This design comes from an exercise in tuning for small area, a short achievable clock period and few clock cycles on the open sky130 flow, not from production work.
At most, simulation tests tie the RTL to the original design; equivalence was not proved.

==> xenon <==
==> flow/design.v <==
package hmq_pkg;
  localparam int CAPACITY_DEF = 64;
  localparam int KEY_W        = 32;
  localparam int FUNC_W       = 2;
  localparam int SLOT_W       = 6;
  localparam int STATUS_W     = 2;
  localparam int COUNT_W      = 7;
  localparam logic [FUNC_W-1:0] FUNC_INSERT  = 2'd0;
  localparam logic [FUNC_W-1:0] FUNC_EXTRACT = 2'd1;
  localparam logic [FUNC_W-1:0] FUNC_REMOVE  = 2'd2;
  localparam logic [STATUS_W-1:0] ST_OK    = 2'd0;
  localparam logic [STATUS_W-1:0] ST_FULL  = 2'd1;
  localparam logic [STATUS_W-1:0] ST_EMPTY = 2'd2;
  localparam logic [STATUS_W-1:0] ST_INDEX = 2'd3;
  typedef struct packed {
    logic [FUNC_W-1:0]       func;
    logic signed [KEY_W-1:0] key;
    logic [SLOT_W-1:0]       slot;
  } req_t;
  typedef struct packed {
    logic signed [KEY_W-1:0] removed_key;
    logic [STATUS_W-1:0]     status;
    logic [COUNT_W-1:0]      count_after;
    logic signed [KEY_W-1:0] top_key;
  } rsp_t;
endpackage
module hmq_ctrl (
  input  logic          clk,
  input  logic          rst_n,
  input  logic          start,
  input  logic [39:0]   req,
  output logic          busy,
  output logic          rsp_valid,
  output logic [72:0]   rsp
);
  localparam int NN = 64;      
  localparam int NQ = 31;      
  localparam int NL = 7;       
  localparam int KW = 32;
  function automatic logic kgt(input logic [KW-1:0] a, input logic [KW-1:0] b,
                               input logic ge);
    logic [63:0] g, e;
    logic [KW:0] ua, ub;
    ua = {a[KW-1] ^ 1'b1, a[KW-2:0], ge};
    ub = {b[KW-1] ^ 1'b1, b[KW-2:0], 1'b0};
    g = '0;
    e = '1;
    for (int i = 0; i <= KW; i++) begin
      g[i] = ua[i] & ~ub[i];
      e[i] = ~(ua[i] ^ ub[i]);
    end
    for (int s = 0; s < 6; s++) begin
      for (int i = 0; i < (32 >> s); i++) begin
        g[i] = g[2*i+1] | (e[2*i+1] & g[2*i]);
        e[i] = e[2*i+1] & e[2*i];
      end
    end
    kgt = g[0];
  endfunction
  logic [NN-1:0][KW-1:0] H;
  logic [NQ-1:0]         gt;
  logic [6:0]            cnt;
  logic [KW-1:0]         xl;           
  logic                  hv;           
  logic                  m_ins, m_rmv, m_shift;
  logic [1:0]            h_st;         
  logic                  ph;           
  logic [KW-1:0]         h_key;
  logic [6:0]            tgt1;         
  logic [KW-1:0]         rem_sv;
  logic                  sk_v;         
  logic [39:0]           sk_req;
  logic                  rsp_v;
  logic [72:0]           rsp_r;
  assign busy = sk_v;
  logic [NN:0]   ex;         
  logic [NN-1:0] anc;        
  logic [NN-1:0] cn;         
  logic [NN-1:0] on;
  logic [NL+1:0] al;         
  always_comb begin
    for (int l = 0; l <= NL + 1; l++) al[l] = (tgt1 >= (9'd1 << l));
  end
  always_comb begin
    on[0] = 1'b1;
    for (int n = 1; n < NN; n++) begin
      if (n % 2 == 0)
        on[n] = anc[n] | (on[(n-1)/2] & cn[(n-1)/2] & ex[n] & gt[(n-1)/2]);
      else if (n + 1 < NN)
        on[n] = anc[n] | (on[(n-1)/2] & cn[(n-1)/2] & ex[n] & ~(gt[(n-1)/2] & ex[n+1]));
      else
        on[n] = anc[n] | (on[(n-1)/2] & cn[(n-1)/2] & ex[n]);
    end
  end
  logic [NL-1:0][KW-1:0] P, S, CL, CR;
  logic [NL:0]           lv;
  logic [NL-1:0]         side;
  logic [NL-1:0]         gto;       
  always_comb begin
    CL   = '0;
    CR   = '0;
    side = '0;
    gto  = '0;
    lv   = '0;
    lv[0] = 1'b1;
    for (int l = 1; l < NL; l++) begin
      for (int q = (1 << (l-1)) - 1; q <= (1 << l) - 2 && 2*q+1 < NN; q++) begin
        if (on[q]) begin
          CL[l] = CL[l] | H[2*q+1];
          if (2*q+2 < NN) CR[l] = CR[l] | H[2*q+2];
        end
        if (2*q+2 < NN) begin
          side[l] = side[l] | (on[q] & (cn[q] ? (gt[q] & ex[2*q+2]) : anc[2*q+2]));
          lv[l]   = lv[l]   | (on[q] & (cn[q] ? ex[2*q+1] : (anc[2*q+1] | anc[2*q+2])));
          gto[l]  = gto[l]  | (on[q] & gt[q]);
        end else begin
          lv[l]   = lv[l]   | (on[q] & (cn[q] ? ex[2*q+1] : anc[2*q+1]));
        end
      end
    end
  end
  always_comb begin
    P[0] = H[0];
    S[0] = '0;
    for (int l = 1; l < NL; l++) begin
      P[l] = side[l] ? CR[l] : CL[l];
      S[l] = side[l] ? CL[l] : CR[l];
    end
  end
  logic [NL-1:0][KW-1:0] Pup, Pdn;
  assign Pup = {P[NL-2:0], P[0]};
  assign Pdn = {{KW{1'b0}}, P[NL-1:1]};
  logic [KW-1:0]         y;
  logic [NL-1:0]         c1;      
  logic [NL:0]           c1x;     
  logic [NL-1:0]         eqU;     
  logic [NL-1:0]         cy, cq;  
  logic [NL:0]           gk;      
  logic [NL:0]           mvb;     
  logic [NL-1:0]         hole;
  logic                  tex;     
  logic                  fb;      
  logic [NL-1:0]         up, xin, dn;
  logic [NL-1:0][KW-1:0] newP;
  logic [NL-1:0]         nb;
  assign y = m_rmv ? xl : h_key;
  always_comb begin
    c1x = '0;
    eqU = '0;
    cy  = '0;
    cq  = '0;
    for (int l = 0; l < NL; l++) begin
      c1[l]  = kgt(P[l], y, m_ins);
      c1x[l] = c1[l];
      if (l > 0) begin
        eqU[l] = (Pup[l] == S[l]);
        cy[l]  = side[l] ~^ kgt(y,      S[l], ~side[l]);
        cq[l]  = side[l] ~^ kgt(Pdn[l], S[l], ~side[l]);
      end
    end
  end
  always_comb begin
    gk  = '0;
    mvb = '0;
    tex = 1'b0;
    fb  = 1'b0;
    for (int l = 0; l < NL; l++) begin
      gk[l]  = lv[l] & (~lv[l+1] | ~c1[l]);
      mvb[l] = lv[l] & c1[l] & ~al[l];
      if (al[l+1] && !al[l+2]) tex = ~c1[l];
      if (l > 0) fb = fb | (al[l] & side[l] & eqU[l] & c1[l-1]);
    end
    fb = fb & m_rmv;
    for (int l = 0; l < NL; l++) mvb[l] = mvb[l] & ~tex;
    for (int l = 0; l < NL; l++) hole[l] = (al[l] & ~al[l+1] & ~tex) | mvb[l];
  end
  always_comb begin
    up  = '0;
    xin = '0;
    dn  = '0;
    for (int l = 0; l < NL; l++) begin
      if (m_ins) begin
        xin[l] = gk[l] & ~((l > 0) ? gk[(l > 0) ? l-1 : 0] : 1'b0);
        dn[l]  = gk[l] &  ((l > 0) ? gk[(l > 0) ? l-1 : 0] : 1'b0);
      end else if (m_shift || fb) begin
        dn[l]  = (l > 0) & al[l];
      end else if (m_rmv) begin
        if (al[l+1]) begin
          xin[l] = ~c1[l] & ((l > 0) ? c1[(l > 0) ? l-1 : 0] : 1'b1);
          dn[l]  = (l > 0) & ~c1x[(l > 0) ? l-1 : 0];
        end else begin
          up[l]  = hole[l] & mvb[l+1];
          xin[l] = hole[l] & ~mvb[l+1];
          dn[l]  = al[l] & (l > 0) & ~c1x[(l > 0) ? l-1 : 0];
        end
      end
    end
  end
  always_comb begin
    for (int l = 0; l < NL; l++) begin
      if (up[l])       newP[l] = Pdn[l];
      else if (xin[l]) newP[l] = y;
      else if (dn[l])  newP[l] = Pup[l];
      else             newP[l] = P[l];
      if (up[l])       nb[l] = cq[l];
      else if (xin[l]) nb[l] = cy[l];
      else if (dn[l])  nb[l] = side[l] & ~eqU[l];
      else             nb[l] = gto[l];
    end
  end
  logic [KW-1:0] rem_at;
  always_comb begin
    rem_at = '0;
    for (int l = 0; l < NL; l++)
      if (al[l] && !al[l+1]) rem_at = rem_at | P[l];
  end
  logic op_any, hd;
  assign op_any = m_ins | m_rmv | m_shift;
  assign hd     = ~(m_shift | fb);       
  always_ff @(posedge clk) begin
    for (int n = 0; n < NN; n++)
      if (op_any && on[n]) H[n] <= newP[$clog2(n + 2) - 1];
    for (int q = 0; q < NQ; q++)
      if (op_any && (on[2*q+1] || on[2*q+2])) gt[q] <= nb[$clog2(2*q + 3) - 1];
  end
  logic [6:0]    cnt_d;
  logic [KW-1:0] xl_old, xl_new;
  logic [NN-1:0] lsel;
  logic [NL-1:0] lhit;
  always_comb begin
    cnt_d = cnt;
    if (m_ins) cnt_d = cnt + 7'd1;
    if (m_rmv) cnt_d = cnt - 7'd1;
  end
  always_comb begin
    xl_old = '0;
    lhit   = '0;
    for (int n = 0; n < NN; n++) begin
      lsel[n] = (cnt_d == 7'(n + 1));
      if (lsel[n]) xl_old = xl_old | H[n];
      lhit[$clog2(n + 2) - 1] = lhit[$clog2(n + 2) - 1] | (lsel[n] & on[n] & op_any);
    end
    xl_new = xl_old;
    for (int l = 0; l < NL; l++)
      if (lhit[l]) xl_new = newP[l];
    if (fb) xl_new = xl;
  end
  logic [72:0]   rsp_nxt;
  logic [KW-1:0] top_old;
  logic          acc;
  logic [39:0]   src;
  logic [1:0]    d_func;
  logic [5:0]    d_slot;
  logic          d_full, d_empty, d_bad, d_last;
  assign top_old = (cnt == 7'd0) ? '0 : H[0];
  always_comb begin
    if (m_ins)
      rsp_nxt = {32'd0, hmq_pkg::ST_OK, cnt_d, newP[0]};
    else if (m_rmv)
      rsp_nxt = {(ph ? rem_sv : rem_at), hmq_pkg::ST_OK, cnt_d,
                 (cnt_d == 7'd0) ? 32'd0 : newP[0]};
    else
      rsp_nxt = {32'd0, h_st, cnt, top_old};
  end
  assign acc     = start & ~sk_v;
  assign src     = sk_v ? sk_req : req;
  assign d_func  = src[39:38];
  assign d_slot  = src[5:0];
  assign d_full  = cnt_d[6];
  assign d_empty = (cnt_d == 7'd0);
  assign d_bad   = ({1'b0, d_slot} >= cnt_d);
  assign d_last  = ({1'b0, d_slot} + 7'd1 == cnt_d) && (d_slot != 6'd0);
  always_ff @(posedge clk) begin
    if (!rst_n) begin
      cnt     <= '0;
      hv      <= 1'b0;
      m_ins   <= 1'b0;
      m_rmv   <= 1'b0;
      m_shift <= 1'b0;
      ph      <= 1'b0;
      sk_v    <= 1'b0;
      rsp_v   <= 1'b0;
    end else begin
      cnt   <= hd ? cnt_d : cnt;
      rsp_v <= hv & hd;
      if (!hd) begin
        m_ins   <= 1'b0;
        m_rmv   <= 1'b1;
        m_shift <= 1'b0;
        ph      <= 1'b1;
        if (acc) sk_v <= 1'b1;
      end else begin
        hv      <= sk_v | acc;
        ph      <= 1'b0;
        sk_v    <= 1'b0;
        m_ins   <= 1'b0;
        m_rmv   <= 1'b0;
        m_shift <= 1'b0;
        if (sk_v || acc) begin
          case (d_func)
            hmq_pkg::FUNC_INSERT:  m_ins <= ~d_full;
            hmq_pkg::FUNC_EXTRACT: m_rmv <= ~d_empty;
            hmq_pkg::FUNC_REMOVE: begin
              if (!d_empty && !d_bad) begin
                if (d_last) m_shift <= 1'b1;
                else        m_rmv   <= 1'b1;
              end
            end
            default: ;
          endcase
        end
      end
    end
  end
  logic [6:0]    tgt1_d, cnt_n;
  logic          rmv_d;
  logic [NN:0]   ex_n;
  logic [NN-1:0] anc_n, cn_n;
  assign tgt1_d = (d_func == hmq_pkg::FUNC_INSERT) ? (cnt_d + 7'd1) :
                  (d_func == hmq_pkg::FUNC_REMOVE) ? ({1'b0, d_slot} + 7'd1) : 7'd1;
  assign rmv_d  = (sk_v | acc) & ~d_empty &
                  ((d_func == hmq_pkg::FUNC_EXTRACT) ||
                   (d_func == hmq_pkg::FUNC_REMOVE && !d_bad && !d_last));
  assign cnt_n  = hd ? cnt_d : cnt;
  always_comb begin
    for (int n = 0; n <= NN; n++) ex_n[n] = ({25'd0, cnt_n} > n + 1);
    for (int n = 0; n < NN; n++) begin
      if (hd) begin
        anc_n[n] = 1'b0;
        for (int dt = 0; dt < NL; dt++)
          if ((tgt1_d >> dt) == 7'(n + 1)) anc_n[n] = 1'b1;
        cn_n[n] = rmv_d & (~anc_n[n] | (tgt1_d == 7'(n + 1)));
      end else begin
        anc_n[n] = (n == 0);
        cn_n[n]  = 1'b1;
      end
    end
  end
  always_ff @(posedge clk) begin
    ex  <= ex_n;
    anc <= anc_n;
    cn  <= cn_n;
  end
  always_ff @(posedge clk) begin
    if (!hd) begin
      tgt1   <= 7'd1;
      rem_sv <= rem_at;
      if (acc) sk_req <= req;
    end else begin
      h_key <= src[37:6];
      tgt1  <= tgt1_d;
      h_st  <= hmq_pkg::ST_OK;
      case (d_func)
        hmq_pkg::FUNC_INSERT:  if (d_full) h_st <= hmq_pkg::ST_FULL;
        hmq_pkg::FUNC_EXTRACT: if (d_empty) h_st <= hmq_pkg::ST_EMPTY;
        hmq_pkg::FUNC_REMOVE: begin
          if (d_empty)    h_st <= hmq_pkg::ST_EMPTY;
          else if (d_bad) h_st <= hmq_pkg::ST_INDEX;
        end
        default: ;
      endcase
    end
    xl    <= xl_new;
    rsp_r <= rsp_nxt;
  end
  assign rsp_valid = rsp_v;
  assign rsp       = rsp_r;
endmodule
module binary_max_heap_queue (
  input  logic          clk,
  input  logic          rst_n,
  input  logic          start,
  output logic          busy,
  input  logic [39:0]   in_data,    
  output logic          out_valid,
  output logic [72:0]   out_data    
);
  hmq_ctrl u_ctrl (
    .clk       (clk),
    .rst_n     (rst_n),
    .start     (start),
    .req       (in_data),
    .busy      (busy),
    .rsp_valid (out_valid),
    .rsp       (out_data)
  );
endmodule
==> flow/run.sh <==
#!/bin/bash
# synth_recipe.tcl (not shown) runs the flow's synth.tcl, then flattens the netlist and writes it again
# the make line also repeats each setting of config.mk as NAME=value (left out here)
make -C /OpenROAD-flow-scripts/flow DESIGN_CONFIG=/design/flow/config.mk WORK_HOME=/design/flow/orfs CLKGATE_MAP_FILE= SYNTH_SCRIPT=/design/flow/synth_recipe.tcl finish
==> flow/config.mk <==
export PLATFORM = sky130hd
export DESIGN_NAME = binary_max_heap_queue
export DESIGN_NICKNAME = binary_max_heap_queue
export VERILOG_FILES = /design/flow/design.v
export SDC_FILE = /design/flow/constraint.sdc
export NUM_CORES = 4
export LEC_CHECK = 0
export CAP_MARGIN = 20
export CORE_MARGIN = 2
export CORE_UTILIZATION = 30
export MIN_ROUTING_LAYER = met2
export PLACE_DENSITY = 0.5
export SLEW_MARGIN = 20
==> flow/constraint.sdc <==
create_clock -name core_clock -period 9.0 [get_ports {clk}]
set_input_delay 1.8000 -clock core_clock [delete_from_list [all_inputs] [get_ports {clk}]]
set_output_delay 1.8000 -clock core_clock [all_outputs]
set_load 0.01 [all_outputs]
==> violet (differences from xenon) <==
--- a/flow/design.v
+++ b/flow/design.v
@@ -63,6 +63,9 @@
   logic [KW-1:0]         xl;           
   logic                  hv;           
   logic                  m_ins, m_rmv, m_shift;
+  logic                  m_fetch;      
+  logic [6:0]            tgt_sv;       
+  logic                  xv;           
   logic [1:0]            h_st;         
   logic                  ph;           
   logic [KW-1:0]         h_key;
@@ -143,7 +146,12 @@
   logic [NL-1:0]         up, xin, dn;
   logic [NL-1:0][KW-1:0] newP;
   logic [NL-1:0]         nb;
-  assign y = m_rmv ? xl : h_key;
+  logic [KW-1:0] xp, xe;
+  logic          xpv, xve;
+  logic          fb_r;
+  assign xe  = fb_r ? xp  : xl;
+  assign xve = fb_r ? xpv : xv;
+  assign y  = m_rmv ? xe : h_key;
   always_comb begin
     c1x = '0;
     eqU = '0;
@@ -216,7 +224,7 @@
   end
   logic op_any, hd;
   assign op_any = m_ins | m_rmv | m_shift;
-  assign hd     = ~(m_shift | fb);       
+  assign hd     = ~(m_shift | fb | m_fetch);   
   always_ff @(posedge clk) begin
     for (int n = 0; n < NN; n++)
       if (op_any && on[n]) H[n] <= newP[$clog2(n + 2) - 1];
@@ -233,17 +241,20 @@
     if (m_rmv) cnt_d = cnt - 7'd1;
   end
   always_comb begin
-    xl_old = '0;
+    xl_old = xl;
     lhit   = '0;
     for (int n = 0; n < NN; n++) begin
       lsel[n] = (cnt_d == 7'(n + 1));
-      if (lsel[n]) xl_old = xl_old | H[n];
       lhit[$clog2(n + 2) - 1] = lhit[$clog2(n + 2) - 1] | (lsel[n] & on[n] & op_any);
     end
     xl_new = xl_old;
     for (int l = 0; l < NL; l++)
       if (lhit[l]) xl_new = newP[l];
-    if (fb) xl_new = xl;
+    if (m_fetch) xl_new = rem_at;
+  end
+  logic xv_new;
+  always_comb begin
+    xv_new = (|lhit) | m_fetch | (xve & (cnt_d == cnt));
   end
   logic [72:0]   rsp_nxt;
   logic [KW-1:0] top_old;
@@ -277,13 +288,24 @@
       m_ins   <= 1'b0;
       m_rmv   <= 1'b0;
       m_shift <= 1'b0;
+      m_fetch <= 1'b0;
       ph      <= 1'b0;
       sk_v    <= 1'b0;
       rsp_v   <= 1'b0;
+      fb_r    <= 1'b0;
+      xv      <= 1'b0;
+      xpv     <= 1'b0;
     end else begin
+      fb_r  <= fb;
+      xv    <= xv_new;
+      xpv   <= xve;
       cnt   <= hd ? cnt_d : cnt;
       rsp_v <= hv & hd;
-      if (!hd) begin
+      if (m_fetch) begin
+        m_fetch <= 1'b0;
+        m_rmv   <= 1'b1;
+        if (acc) sk_v <= 1'b1;
+      end else if (!hd) begin
         m_ins   <= 1'b0;
         m_rmv   <= 1'b1;
         m_shift <= 1'b0;
@@ -296,18 +318,19 @@
         m_ins   <= 1'b0;
         m_rmv   <= 1'b0;
         m_shift <= 1'b0;
+        m_fetch <= 1'b0;
         if (sk_v || acc) begin
           case (d_func)
             hmq_pkg::FUNC_INSERT:  m_ins <= ~d_full;
-            hmq_pkg::FUNC_EXTRACT: m_rmv <= ~d_empty;
             hmq_pkg::FUNC_REMOVE: begin
-              if (!d_empty && !d_bad) begin
-                if (d_last) m_shift <= 1'b1;
-                else        m_rmv   <= 1'b1;
-              end
+              if (!d_empty && !d_bad && d_last) m_shift <= 1'b1;
             end
             default: ;
           endcase
+          if (rmv_d) begin
+            if (xv_new) m_rmv   <= 1'b1;
+            else        m_fetch <= 1'b1;
+          end
         end
       end
     end
@@ -322,14 +345,21 @@
                   ((d_func == hmq_pkg::FUNC_EXTRACT) ||
                    (d_func == hmq_pkg::FUNC_REMOVE && !d_bad && !d_last));
   assign cnt_n  = hd ? cnt_d : cnt;
+  logic [6:0] tgt1_f;
+  assign tgt1_f = (rmv_d && !xv_new) ? cnt_d : tgt1_d;
   always_comb begin
     for (int n = 0; n <= NN; n++) ex_n[n] = ({25'd0, cnt_n} > n + 1);
     for (int n = 0; n < NN; n++) begin
-      if (hd) begin
+      if (m_fetch) begin
         anc_n[n] = 1'b0;
         for (int dt = 0; dt < NL; dt++)
-          if ((tgt1_d >> dt) == 7'(n + 1)) anc_n[n] = 1'b1;
-        cn_n[n] = rmv_d & (~anc_n[n] | (tgt1_d == 7'(n + 1)));
+          if ((tgt_sv >> dt) == 7'(n + 1)) anc_n[n] = 1'b1;
+        cn_n[n] = ~anc_n[n] | (tgt_sv == 7'(n + 1));
+      end else if (hd) begin
+        anc_n[n] = 1'b0;
+        for (int dt = 0; dt < NL; dt++)
+          if ((tgt1_f >> dt) == 7'(n + 1)) anc_n[n] = 1'b1;
+        cn_n[n] = rmv_d & xv_new & (~anc_n[n] | (tgt1_f == 7'(n + 1)));
       end else begin
         anc_n[n] = (n == 0);
         cn_n[n]  = 1'b1;
@@ -342,13 +372,17 @@
     cn  <= cn_n;
   end
   always_ff @(posedge clk) begin
-    if (!hd) begin
+    if (m_fetch) begin
+      tgt1   <= tgt_sv;
+      if (acc) sk_req <= req;
+    end else if (!hd) begin
       tgt1   <= 7'd1;
       rem_sv <= rem_at;
       if (acc) sk_req <= req;
     end else begin
-      h_key <= src[37:6];
-      tgt1  <= tgt1_d;
+      h_key  <= src[37:6];
+      tgt1   <= tgt1_f;
+      tgt_sv <= tgt1_d;
       h_st  <= hmq_pkg::ST_OK;
       case (d_func)
         hmq_pkg::FUNC_INSERT:  if (d_full) h_st <= hmq_pkg::ST_FULL;
@@ -361,6 +395,7 @@
       endcase
     end
     xl    <= xl_new;
+    xp    <= xe;
     rsp_r <= rsp_nxt;
   end
   assign rsp_valid = rsp_v;
CORE_UTILIZATION = 35   (was 30)
MIN_ROUTING_LAYER = unset   (was met2)
SETUP_SLACK_MARGIN = 1.0   (was unset)
TNS_END_PERCENT = 20   (was unset)
==> indigo (differences from xenon) <==
--- a/flow/design.v
+++ b/flow/design.v
@@ -63,6 +63,9 @@
   logic [KW-1:0]         xl;           
   logic                  hv;           
   logic                  m_ins, m_rmv, m_shift;
+  logic                  m_fetch;      
+  logic [6:0]            tgt_sv;       
+  logic                  xv;           
   logic [1:0]            h_st;         
   logic                  ph;           
   logic [KW-1:0]         h_key;
@@ -143,7 +146,12 @@
   logic [NL-1:0]         up, xin, dn;
   logic [NL-1:0][KW-1:0] newP;
   logic [NL-1:0]         nb;
-  assign y = m_rmv ? xl : h_key;
+  logic [KW-1:0] xp, xe;
+  logic          xpv, xve;
+  logic          fb_r;
+  assign xe  = fb_r ? xp  : xl;
+  assign xve = fb_r ? xpv : xv;
+  assign y  = m_rmv ? xe : h_key;
   always_comb begin
     c1x = '0;
     eqU = '0;
@@ -216,7 +224,7 @@
   end
   logic op_any, hd;
   assign op_any = m_ins | m_rmv | m_shift;
-  assign hd     = ~(m_shift | fb);       
+  assign hd     = ~(m_shift | fb | m_fetch);   
   always_ff @(posedge clk) begin
     for (int n = 0; n < NN; n++)
       if (op_any && on[n]) H[n] <= newP[$clog2(n + 2) - 1];
@@ -233,17 +241,20 @@
     if (m_rmv) cnt_d = cnt - 7'd1;
   end
   always_comb begin
-    xl_old = '0;
+    xl_old = xl;
     lhit   = '0;
     for (int n = 0; n < NN; n++) begin
       lsel[n] = (cnt_d == 7'(n + 1));
-      if (lsel[n]) xl_old = xl_old | H[n];
       lhit[$clog2(n + 2) - 1] = lhit[$clog2(n + 2) - 1] | (lsel[n] & on[n] & op_any);
     end
     xl_new = xl_old;
     for (int l = 0; l < NL; l++)
       if (lhit[l]) xl_new = newP[l];
-    if (fb) xl_new = xl;
+    if (m_fetch) xl_new = rem_at;
+  end
+  logic xv_new;
+  always_comb begin
+    xv_new = (|lhit) | m_fetch | (xve & (cnt_d == cnt));
   end
   logic [72:0]   rsp_nxt;
   logic [KW-1:0] top_old;
@@ -277,13 +288,24 @@
       m_ins   <= 1'b0;
       m_rmv   <= 1'b0;
       m_shift <= 1'b0;
+      m_fetch <= 1'b0;
       ph      <= 1'b0;
       sk_v    <= 1'b0;
       rsp_v   <= 1'b0;
+      fb_r    <= 1'b0;
+      xv      <= 1'b0;
+      xpv     <= 1'b0;
     end else begin
+      fb_r  <= fb;
+      xv    <= xv_new;
+      xpv   <= xve;
       cnt   <= hd ? cnt_d : cnt;
       rsp_v <= hv & hd;
-      if (!hd) begin
+      if (m_fetch) begin
+        m_fetch <= 1'b0;
+        m_rmv   <= 1'b1;
+        if (acc) sk_v <= 1'b1;
+      end else if (!hd) begin
         m_ins   <= 1'b0;
         m_rmv   <= 1'b1;
         m_shift <= 1'b0;
@@ -296,18 +318,19 @@
         m_ins   <= 1'b0;
         m_rmv   <= 1'b0;
         m_shift <= 1'b0;
+        m_fetch <= 1'b0;
         if (sk_v || acc) begin
           case (d_func)
             hmq_pkg::FUNC_INSERT:  m_ins <= ~d_full;
-            hmq_pkg::FUNC_EXTRACT: m_rmv <= ~d_empty;
             hmq_pkg::FUNC_REMOVE: begin
-              if (!d_empty && !d_bad) begin
-                if (d_last) m_shift <= 1'b1;
-                else        m_rmv   <= 1'b1;
-              end
+              if (!d_empty && !d_bad && d_last) m_shift <= 1'b1;
             end
             default: ;
           endcase
+          if (rmv_d) begin
+            if (xv_new) m_rmv   <= 1'b1;
+            else        m_fetch <= 1'b1;
+          end
         end
       end
     end
@@ -322,14 +345,21 @@
                   ((d_func == hmq_pkg::FUNC_EXTRACT) ||
                    (d_func == hmq_pkg::FUNC_REMOVE && !d_bad && !d_last));
   assign cnt_n  = hd ? cnt_d : cnt;
+  logic [6:0] tgt1_f;
+  assign tgt1_f = (rmv_d && !xv_new) ? cnt_d : tgt1_d;
   always_comb begin
     for (int n = 0; n <= NN; n++) ex_n[n] = ({25'd0, cnt_n} > n + 1);
     for (int n = 0; n < NN; n++) begin
-      if (hd) begin
+      if (m_fetch) begin
         anc_n[n] = 1'b0;
         for (int dt = 0; dt < NL; dt++)
-          if ((tgt1_d >> dt) == 7'(n + 1)) anc_n[n] = 1'b1;
-        cn_n[n] = rmv_d & (~anc_n[n] | (tgt1_d == 7'(n + 1)));
+          if ((tgt_sv >> dt) == 7'(n + 1)) anc_n[n] = 1'b1;
+        cn_n[n] = ~anc_n[n] | (tgt_sv == 7'(n + 1));
+      end else if (hd) begin
+        anc_n[n] = 1'b0;
+        for (int dt = 0; dt < NL; dt++)
+          if ((tgt1_f >> dt) == 7'(n + 1)) anc_n[n] = 1'b1;
+        cn_n[n] = rmv_d & xv_new & (~anc_n[n] | (tgt1_f == 7'(n + 1)));
       end else begin
         anc_n[n] = (n == 0);
         cn_n[n]  = 1'b1;
@@ -342,13 +372,17 @@
     cn  <= cn_n;
   end
   always_ff @(posedge clk) begin
-    if (!hd) begin
+    if (m_fetch) begin
+      tgt1   <= tgt_sv;
+      if (acc) sk_req <= req;
+    end else if (!hd) begin
       tgt1   <= 7'd1;
       rem_sv <= rem_at;
       if (acc) sk_req <= req;
     end else begin
-      h_key <= src[37:6];
-      tgt1  <= tgt1_d;
+      h_key  <= src[37:6];
+      tgt1   <= tgt1_f;
+      tgt_sv <= tgt1_d;
       h_st  <= hmq_pkg::ST_OK;
       case (d_func)
         hmq_pkg::FUNC_INSERT:  if (d_full) h_st <= hmq_pkg::ST_FULL;
@@ -361,6 +395,7 @@
       endcase
     end
     xl    <= xl_new;
+    xp    <= xe;
     rsp_r <= rsp_nxt;
   end
   assign rsp_valid = rsp_v;
CORE_UTILIZATION = 35   (was 30)
GPL_TIMING_DRIVEN = 0   (was unset)
MIN_ROUTING_LAYER = unset   (was met2)
==> pepper (differences from xenon) <==
--- a/flow/design.v
+++ b/flow/design.v
@@ -143,7 +143,10 @@
   logic [NL-1:0]         up, xin, dn;
   logic [NL-1:0][KW-1:0] newP;
   logic [NL-1:0]         nb;
-  assign y = m_rmv ? xl : h_key;
+  logic [KW-1:0] xp, xe;
+  logic          fb_r;
+  assign xe = fb_r ? xp : xl;
+  assign y  = m_rmv ? xe : h_key;
   always_comb begin
     c1x = '0;
     eqU = '0;
@@ -243,7 +246,6 @@
     xl_new = xl_old;
     for (int l = 0; l < NL; l++)
       if (lhit[l]) xl_new = newP[l];
-    if (fb) xl_new = xl;
   end
   logic [72:0]   rsp_nxt;
   logic [KW-1:0] top_old;
@@ -280,7 +282,9 @@
       ph      <= 1'b0;
       sk_v    <= 1'b0;
       rsp_v   <= 1'b0;
+      fb_r    <= 1'b0;
     end else begin
+      fb_r  <= fb;
       cnt   <= hd ? cnt_d : cnt;
       rsp_v <= hv & hd;
       if (!hd) begin
@@ -361,6 +365,7 @@
       endcase
     end
     xl    <= xl_new;
+    xp    <= xe;
     rsp_r <= rsp_nxt;
   end
   assign rsp_valid = rsp_v;
CORE_UTILIZATION = 35   (was 30)
GPL_TIMING_DRIVEN = 0   (was unset)
MIN_ROUTING_LAYER = unset   (was met2)
==> flow_summary.yaml <==
outcome:
  outcome: "did not finish"
  stop_stage: "global routing"
  error: "[ERROR GRT-0116] Global routing finished with congestion. Check the congestion regions in the DRC Viewer."
yosys:
  synth.area.top_cells: "edfxtp_1 48%, a22oi_1 6.1%, ha_1 5.1%, dfxtp_1 3.7%, mux2i_1 2.8%"
placement:
  dp.cells: 19882
floorplan:
  rows: 248
global_routing:
  grt_max_degree: 69
[end of results for xenon]
==> flow_summary.yaml <==
global_routing:
  grt_max_degree: 75
placement:
  dp.cells: 16778
yosys:
  synth.area.top_cells: "edfxtp_1 52%, ha_1 5.4%, dfxtp_1 4.5%, mux2i_1 3.0%, a22oi_1 2.8%"
outcome:
  outcome: "no timing/DRC/antenna violations"
floorplan:
  rows: 223
[end of results for violet]
==> flow_summary.yaml <==
global_routing:
  grt_max_degree: 36
outcome:
  so_faults: "negative setup slack"
  outcome: "failed layout checks"
timing:
  fin_ws_ns: -0.496
  setup_viol: 879
yosys:
  synth.area.top_cells: "edfxtp_1 52%, ha_1 5.4%, dfxtp_1 4.5%, mux2i_1 3.0%, a22oi_1 2.8%"
routing:
  route.top_layer_used: "met5"
[end of results for indigo]
==> flow_summary.yaml <==
yosys:
  synth.area.top_cells: "edfxtp_1 47%, ha_1 5.1%, a22oi_1 4.9%, dfxtp_1 4.6%, mux2i_1 2.8%"
outcome:
  outcome: "did not finish"
  stop_stage: "global routing"
  error: "[ERROR GRT-0116] Global routing finished with congestion. Check the congestion regions in the DRC Viewer."
floorplan:
  rows: 231
global_routing:
  grt_max_degree: 42
placement:
  dp.cells: 18375
[end of results for pepper]
Testbench counts of violet, summed over its fixed seeds: cycles 9,287.
Testbench counts of indigo, summed over its fixed seeds: cycles 9,287.
Testbench counts of pepper, summed over its fixed seeds: cycles 8,067.
The RTL of xenon was laid out without a check of its function.

==> separate check: timing with driven ports <==
The results above use ideal ports. As a check the final layouts listed here were re-extracted and re-timed, cells and wires unchanged.
Step 1, drivers: a clkbuf_16 drives clk and a buf_2 each remaining input, both assumed.
Step 2 also shifts input and output timing later by t, the mid clock arrival at the registers, as if the neighbouring blocks saw the same clock.
a / b / c = ideal / step 1 / step 2; a / b = the first two.
run	shift t [ns]	setup WS [ns]	worst setup path after step 2	slew at the worst register clock pin (ns)	pins driven straight from the clock port
violet	1.084	0.875 / 0.875 / 0.875	register to register	0.07 / 0.07	1
indigo	1.067	-0.496 / -0.496 / -0.496	register to register	0.07 / 0.07	1
